What follows belongs to an exercise in optimizing a design on an open flow for small area; a production flow would make more cautious choices. Only simulation tests tie the RTL to the original design; equivalence was not proved. The clock input has no modelled driver; a real chip could not lean on it and would need a root buffer or a full tree. Power and IR drop assume default switching activity.

## the previous run
Design analogizer_top, start of the top module:
module analogizer_top (
	input  logic       i_clk,
	input  logic       i_rst,
	input  logic       i_ena,
	input  logic [1:0] i_video_mode,
	input  logic [7:0] i_r,
	input  logic [7:0] i_g,
	input  logic [7:0] i_b,
	input  logic       i_hsync,
	input  logic       i_vsync,
	input  logic       i_csync,
	input  logic       i_blank_n,
	input  logic       i_ce_pix,
	input  logic       i_poll_req,
	input  logic [7:4] i_bank0_in,
	output logic       o_poll_ack,
	output logic       o_busy,
	output logic [15:0] o_p1_buttons,
	output logic [15:0] o_p2_buttons,
	output logic [7:0] o_bank1_out,
	output logic [7:0] o_bank2_out,
	output logic [7:0] o_bank3_out,
	output logic       o_bank1_dir,
	output logic       o_bank2_dir,
	output logic       o_bank3_dir
);
For scale: roughly 100 I/O pins.
export LEC_CHECK = 0
export CAP_MARGIN = 20
export CORE_MARGIN = 2
export CORE_UTILIZATION = 60
export SLEW_MARGIN = 20
export SYNTH_HIERARCHICAL = 1
create_clock -name core_clock -period 10.0 [get_ports {i_clk}]
standard.sh (not shown) runs the stock make flow with config.mk's settings and CLKGATE_MAP_FILE= SYNTH_SCRIPT=/design/flow/synth_recipe.tcl, a recipe that flattens the netlist after the stock synthesis.
==> flow/flow/run.sh <==
#!/bin/bash
# The standard layout, with the smallest buffer on every port and a clock
# tree built by hand (flow/manual_cts.tcl) in place of TritonCTS. Each tool's
# output is in the ORFS logs under orfs/logs; make's own output is in flow.log.
set -euo pipefail
export BUFFER_PORTS_ARGS="-buffer_cell sky130_fd_sc_hd__buf_1"
export PRE_CTS_TCL="$PWD/flow/manual_cts.tcl"
export CLK_TREE_N=7
export CLK_ROOT_BUF=sky130_fd_sc_hd__clkbuf_4
export CLK_TREE_BUF=sky130_fd_sc_hd__clkbuf_8
export POST_CTS_TCL="$PWD/flow/post_cts.tcl"
bash standard.sh > flow.log 2>&1
Other scripts of this flow, unchanged in this note and not shown: flow/flow/manual_cts.tcl, flow/flow/post_cts.tcl
### the previous run -> the current run
-- flow/design.v --
<<< the previous run, line 325
		.o_y(y6), .o_pb_n(pb6_n), .o_pr(pr6)
	);
	logic m2_q_n;
	logic [5:0] r_pick_n, g_pick_n, b_pick_n;
	assign m2_q_n = !s1_m2;
	analogizer_pick_r u_pick_r (.i_sel_n(m2_q_n), .i_a(pr6), .i_sel_n2(m2_q_n), .i_b(s1_rn[7:2]), .o_y(r_pick_n));
	analogizer_pick_g u_pick_g (.i_sel(s1_m2), .i_sel_n(m2_q_n), .i_a(y6), .i_b(s1_g[7:2]), .o_y_n(g_pick_n));
	analogizer_pick_b u_pick_b (.i_sel(s1_m2), .i_sel_n(m2_q_n), .i_a(pb6_n), .i_b(s1_bn[7:2]), .o_y(b_pick_n));
	logic [5:0] s2_r_n, s2_g_n, s2_b_n;
	logic s2_hs_n, s2_vs, s2_bl_n, s2_pix;
	logic rst_q, rst_seen;
	always_ff @(posedge i_clk) begin
		s2_r_n <= r_pick_n;
		s2_g_n <= g_pick_n;
		s2_b_n <= b_pick_n;
		s2_hs_n <= !s1_m2 && s1_rn[0];
		s2_vs  <= s1_vs;
>>> the current run, line 325
		.o_y(y6), .o_pb_n(pb6_n), .o_pr(pr6)
	);
	logic [5:0] s2_r_n, s2_g_n, s2_b_n;
	logic s2_hs_n, s2_vs, s2_bl_n, s2_pix;
	logic rst_q, rst_seen;
	always_ff @(posedge i_clk) begin
		s2_r_n <= s1_m2 ? ~pr6 : s1_rn[7:2];
		s2_g_n <= ~(s1_m2 ? y6 : s1_g[7:2]);
		s2_b_n <= s1_m2 ? pb6_n : s1_bn[7:2];
		s2_hs_n <= !s1_m2 && s1_rn[0];
		s2_vs  <= s1_vs;
<<< the previous run, line 356
	assign o_poll_ack   = done;
	assign o_busy       = busy;
	logic step_load;
	logic [8:0] step_c;
	logic [7:0] step_inc;
	assign step_load = i_rst || (done && !i_poll_req);
	assign step_c[0] = busy || (idle && i_poll_req);
	genvar si;
	generate
		for (si = 0; si < 8; si++) begin : g_step_inc
			analogizer_ha u_ha (.i_a(step[si]), .i_b(step_c[si]), .o_s(step_inc[si]), .o_c(step_c[si + 1]));
		end
	endgenerate
	always_ff @(posedge i_clk)
		step <= step_load ? 8'd119 : step_inc;
	always_ff @(posedge i_clk) begin
		ring <= {ring[31:4], sample ? ~i_bank0_in[5] : ring[3], ring[2:0],
>>> the current run, line 350
	assign o_poll_ack   = done;
	assign o_busy       = busy;
	always_ff @(posedge i_clk) begin
		if (i_rst || (done && !i_poll_req))
			step <= 8'd119;
		else if (busy || (idle && i_poll_req))
			step <= step + 8'd1;
	end
	always_ff @(posedge i_clk) begin
		ring <= {ring[31:4], sample ? ~i_bank0_in[5] : ring[3], ring[2:0],
<<< the previous run, line 408
		o_q <= (i_d & {16{i_take}}) | (o_q & {16{i_hold}});
endmodule
module analogizer_pick_r (
	input  logic       i_sel_n,
	input  logic [5:0] i_a,
	input  logic       i_sel_n2,
	input  logic [5:0] i_b,
	output logic [5:0] o_y
);
	assign o_y = (~{6{i_sel_n}} & ~i_a) | ({6{i_sel_n2}} & i_b);
endmodule
module analogizer_pick_g (
	input  logic       i_sel,
	input  logic       i_sel_n,
	input  logic [5:0] i_a,
	input  logic [5:0] i_b,
	output logic [5:0] o_y_n
);
	assign o_y_n = ~(({6{i_sel_n}} | i_a) & ({6{i_sel}} | i_b));
endmodule
module analogizer_pick_b (
	input  logic       i_sel,
	input  logic       i_sel_n,
	input  logic [5:0] i_a,
	input  logic [5:0] i_b,
	output logic [5:0] o_y
);
	assign o_y = ({6{i_sel_n}} | i_a) & ({6{i_sel}} | i_b);
endmodule
>>> the current run, line 395
		o_q <= (i_d & {16{i_take}}) | (o_q & {16{i_hold}});
endmodule
Results
- Part of the total power dissipated in the clock network was higher in the run labelled the current run.
- Comparing the previous run with the current run, the number of vias per cell came out essentially unchanged.
- Design area: the previous run and the current run compared, lower one is the previous run
- Compared with the previous run, in the current run number of sequential cells flat; final clock period utilization by the worst path up 0.83 points; die width up 0.56%.
- Delta (the current run minus the previous run): total number of vias +2.7%, count of routing violations after the opening detailed-route iteration +5.7%, maximum frequency went down by 0.88%, fraction of the core area covered by cells at the end of the flow increased by 0.21 points relative to the old numbers, worst setup slack after layout decreased by 83 ps relative to the old numbers.
- Looking at cell count, the current run sits above the previous run.
- Compared with the previous run, the current run is more frugal on power.
No run of this note takes its clock network from TritonCTS; it comes from the design's own scripts or RTL.

-- static timing again, ports no longer ideal --
The flow's constraints put no driver on any port. The routed layouts listed below were extracted and timed again, unchanged, in two steps. Step 1 (the two cells are an assumption about what drives the block):
set clk [get_ports {i_clk}]
set_driving_cell -lib_cell sky130_fd_sc_hd__clkbuf_16 $clk
set_driving_cell -lib_cell sky130_fd_sc_hd__buf_2 [delete_from_list [all_inputs] $clk]
Step 2 moves the port delays by t, midway between the first and last clock arrival at a register: inputs arrive t later, outputs are due t later. That takes back most of the time a late clock gives input paths. a / b / c = ideal ports / drivers / drivers and shift; a / b = the first two.
run	t (ns)	setup WS [ns]	worst slew at a driven data input, ns
the previous run	0.504	0.748 / 0.748 / 0.748	0.04
the current run	0.502	0.665 / 0.665 / 0.665	0.04
After both steps setup and hold are still met in every run listed.
